Context: an optimization exercise on an open-source flow, tuned for small area, a short achievable clock period and few clock cycles per item. The choices shown serve that exercise and are no tape-out recipe. Only simulation tests tie the RTL to the original design; equivalence was not proved.

run 1:
==> flow/design.v (excerpt) <==
module best_disp_select #(
    parameter int unsigned NPIX_LOG2 = 8
) (
    input  logic               clk,
    input  logic               rst,
    input  logic               frame_start,
    input  logic [10:0]        fsum,
    input  logic               valid,
    input  logic               last,
    input  logic [13:0]        g2sum,
    input  logic [10:0]        gsum,
    input  logic [13:0]        fg,
    input  logic [5:0]         place,
    output logic               busy,
    output logic [5:0]         best_place,
    output logic               best_valid,
    output logic               done,
    output logic               overrun
);
Size in the first run: about 3,700 cells after synthesis, about 540 flip-flops, about 38,000 sq um of cells after synthesis.
export LEC_CHECK = 0
export CAP_MARGIN = 20
export CORE_MARGIN = 2
export CORE_UTILIZATION = 40
export SLEW_MARGIN = 20
create_clock -name core_clock -period 12.0 [get_ports {clk}]
standard.sh (not shown) runs the stock make flow with config.mk's settings and CLKGATE_MAP_FILE= SYNTH_SCRIPT=/design/flow/synth_recipe.tcl, a recipe that flattens the netlist after the stock synthesis.
==> flow/flow/run.sh <==
#!/bin/bash
set -euo pipefail
bash standard.sh SETUP_SLACK_MARGIN=7.0 SETUP_MOVE_SEQUENCE=unbuffer,sizeup,swap,clone "CTS_ARGS=-sink_clustering_enable -repair_clock_nets -dont_use_dummy_load -buf_list sky130_fd_sc_hd__clkbuf_4" finish > make.log 2>&1
Run 1 ran to completion and came out clean on the timing, DRC and antenna checks.
Testbench counts of run 1, summed over its fixed seeds: cycles 10,366, items 9,296.
diff inputs: run 1 => run 2
==> flow/flow/run.sh <==
#!/bin/bash
set -euo pipefail
bash standard.sh SETUP_SLACK_MARGIN=7.0 "CTS_ARGS=-sink_clustering_enable -repair_clock_nets -dont_use_dummy_load -buf_list sky130_fd_sc_hd__clkbuf_4" finish > make.log 2>&1
## What came out
Run 2: PASS, flow complete, no timing, DRC or antenna violations. There was hardly any difference in clock buffer and inverter area fraction after layout between run 1 and run 2. The timing-limited maximum frequency in run 2 is 1.14 times that in run 1. Die span in x came out exactly the same in run 1 and run 2. Run 2: wire length of the first global-routing pass about 0.54% above run 1. Compared with run 1, placement density in the core of run 2 is higher.
Relative to run 2, the following input files were edited for run 3:
- TNS_END_PERCENT newly set to 20
Results
- In run 3, the met1 track demand over resource in global routing came out 0.18 points below the value in run 2.
- Setup slack in run 3 is 76 ps lower than in run 2
- Routed wire in run 3 totals less than in run 2.
- For via count, run 3 and run 2 come out practically identical.
- Delta (run 3 minus run 2): fraction of the cycle the final worst path needs grew by 0.64 points, sequential share of cell area grew by 0.24 points, first-iteration DRC count grew by 337, post-synthesis to final-layout area growth shrank by 0.73 points.
- Compare run 3 and run 2 | final hold slack higher: run 2
- Run 3 reports its launching element of the worst setup path as r0_gsum[1]$_DFFE_PP_ while run 2 reports r0_gsum[3]$_DFFE_PP_.
## Diff of input files: run 4 against run 3
- TNS_END_PERCENT: 20 -> unset
- CORE_UTILIZATION: 40 -> 55
==> flow/flow/run.sh <==
#!/bin/bash
set -euo pipefail
bash standard.sh SETUP_SLACK_MARGIN=7.0 "CTS_ARGS=-sink_clustering_enable -repair_clock_nets -dont_use_dummy_load" finish > make.log 2>&1
==> comparison <==
- Run 3 → run 4: number of global-route vias before repair now sits higher; fmax now sits higher; count of multi-input gates now sits at about the same level; final period utilization now sits at about the same level.
- NOTE: wire length in run 4 exceeds that of run 3
- Core utilization: run 4 higher than run 3
- Total non-filler cell area in the finished layout: run 4 vs run 3 — no meaningful difference

========
## job 5615
Starting RTL as in the previous note.
Settings: LEC_CHECK=0, CAP_MARGIN=20, CORE_MARGIN=2, CORE_UTILIZATION=40, PLACE_DENSITY=0.7, SLEW_MARGIN=20; clock period 12.0 ns.
==> flow/flow/run.sh <==
#!/bin/bash
set -euo pipefail
bash standard.sh SETUP_SLACK_MARGIN=7.0 "CTS_ARGS=-sink_clustering_enable -repair_clock_nets -dont_use_dummy_load -buf_list sky130_fd_sc_hd__clkbuf_4" finish > make.log 2>&1
Testbench counts of job 5615, summed over its fixed seeds: cycles 10,366, items 9,296.
#### Input delta (job 7854 over job 5615)
- removing PLACE_DENSITY (formerly 0.7)
==> flow/flow/run.sh <==
#!/bin/bash
set -euo pipefail
bash standard.sh SETUP_SLACK_MARGIN=7.0 "CTS_ARGS=-sink_clustering_enable -repair_clock_nets -dont_use_dummy_load -buf_list sky130_fd_sc_hd__clkbuf_8" finish > make.log 2>&1
[summary]
Job 7854 gives more area growth from synthesis to layout than job 5615 did.
Worst reg-to-reg setup slack (job 7854 over job 5615): decrease, 40 ps
Job 7854: non-clock buffer count is about 2% higher than what job 5615 reported.
Delta (job 7854 minus job 5615): routed wire length picked up an extra 1.1%, weighted congestion at the end of routability-driven global placement lost 2.1%, total global-route track usage picked up an extra 0.19 points.

========
Starting RTL as in the previous note.
==> flow/design.v (excerpt) <==
module best_disp_select #(
    parameter int unsigned NPIX_LOG2 = 8
) (
    input  logic               clk,
    input  logic               rst,
    input  logic               frame_start,
    input  logic [10:0]        fsum,
    input  logic               valid,
    input  logic               last,
    input  logic [13:0]        g2sum,
    input  logic [10:0]        gsum,
    input  logic [13:0]        fg,
    input  logic [5:0]         place,
    output logic               busy,
    output logic [5:0]         best_place,
    output logic               best_valid,
    output logic               done,
    output logic               overrun
);
    logic        r_busy;
    logic        r_done;
    logic        r_overrun;
    logic        r_bvalid;
    logic [5:0]  r_bplace;
    logic [21:0] r_bnum;
    logic [21:0] r_bden;
    logic signed [24:0] r_bk;
    logic        r0_v;
    logic [10:0] r0_fsum;
    logic [10:0] r0_gsum;
    logic [13:0] r0_fg;
    logic [13:0] r0_g2sum;
    logic [5:0]  r0_place;
    logic        r0_last;
    logic bn_one0;
    logic bn_two0;
    logic bn_neg0;
    logic [12:0] bn_r0;
    assign bn_one0 = r0_gsum[0] ^ 1'b0;
    assign bn_two0 = (r0_gsum[1] & ~r0_gsum[0] & ~1'b0) | (~r0_gsum[1] & r0_gsum[0] & 1'b0);
    assign bn_neg0 = ~r0_gsum[1];
    assign bn_r0[0] = ((bn_one0 & r0_fsum[0]) | (bn_two0 & 1'b0)) ^ bn_neg0;
    assign bn_r0[1] = ((bn_one0 & r0_fsum[1]) | (bn_two0 & r0_fsum[0])) ^ bn_neg0;
    assign bn_r0[2] = ((bn_one0 & r0_fsum[2]) | (bn_two0 & r0_fsum[1])) ^ bn_neg0;
    assign bn_r0[3] = ((bn_one0 & r0_fsum[3]) | (bn_two0 & r0_fsum[2])) ^ bn_neg0;
    assign bn_r0[4] = ((bn_one0 & r0_fsum[4]) | (bn_two0 & r0_fsum[3])) ^ bn_neg0;
    assign bn_r0[5] = ((bn_one0 & r0_fsum[5]) | (bn_two0 & r0_fsum[4])) ^ bn_neg0;
    assign bn_r0[6] = ((bn_one0 & r0_fsum[6]) | (bn_two0 & r0_fsum[5])) ^ bn_neg0;
  ...
==> flow/config.mk <==
export PLATFORM = sky130hd
export DESIGN_NAME = best_disp_select
export DESIGN_NICKNAME = best_disp_select
export VERILOG_FILES = /design/flow/design.v
export SDC_FILE = /design/flow/constraint.sdc
export NUM_CORES = 4
export LEC_CHECK = 0
export CAP_MARGIN = 20
export CORE_MARGIN = 2
export CORE_UTILIZATION = 40
export CTS_BUF_LIST = sky130_fd_sc_hd__clkbuf_8
export SLEW_MARGIN = 20
==> flow/constraint.sdc <==
create_clock -name core_clock -period 12.0 [get_ports {clk}]
set_input_delay 2.4000 -clock core_clock [delete_from_list [all_inputs] [get_ports {clk}]]
set_output_delay 2.4000 -clock core_clock [all_outputs]
set_load 0.01 [all_outputs]
==> flow/flow/run.sh <==
#!/bin/bash
set -euo pipefail
bash standard.sh SETUP_SLACK_MARGIN=7.0 "CTS_ARGS=-sink_clustering_enable -repair_clock_nets -dont_use_dummy_load" finish > make.log 2>&1
Testbench counts at the start, summed over its fixed seeds: cycles 10,366, items 9,296.
Edit:
Settings changed: CTS_BUF_LIST sky130_fd_sc_hd__clkbuf_8 to not set.
After rerunning:
- worst setup slack does not change
- flip-flop and latch count does not change
- via count does not change
- routed wire length is unchanged
- critical path depth does not change

==> separate check: timing with driven ports <==
In the flow no input, the clock included, has a driving cell. The finished layouts below were timed again as built, in two steps.
Step 1: set_driving_cell puts a clkbuf_16 on clk and a buf_2 on each other input, an assumption about the parent block.
Step 2 adds t to the input delays and takes it off the output delays; t is the mean of the earliest and latest rising clock arrival at the registers after step 1. Input paths then give back, and output paths get back, about the clock's delay inside the block.
Three values: no drivers, after step 1, after step 2; two values: the first two.
| run | t (ns) | slack for setup (ns) | worst setup path after step 2 | latest minus earliest clock arrival (ns) |
|---|---|---|---|---|
| run 1 | 1.010 | 6.109 / 6.109 / 6.109 | register to register | 0.116 / 0.116 |
| run 2 | 1.008 | 6.847 / 6.847 / 6.847 | register to register | 0.115 / 0.115 |
| run 3 | 1.033 | 6.770 / 6.770 / 6.770 | register to register | 0.118 / 0.118 |
| run 4 | 0.660 | 6.787 / 6.787 / 6.787 | register to register | 0.093 / 0.093 |
| job 5615 | 1.044 | 6.823 / 6.823 / 6.823 | register to register | 0.128 / 0.127 |
| job 7854 | 0.746 | 6.784 / 6.784 / 6.784 | register to register | 0.087 / 0.087 |
| the first run of note 3 | 0.655 | 6.878 / 6.878 / 6.878 | register to register | 0.064 / 0.064 |
| the second run of note 3 | 0.655 | 6.878 / 6.878 / 6.878 | register to register | 0.064 / 0.064 |
After both steps setup and hold are still met in every run listed.
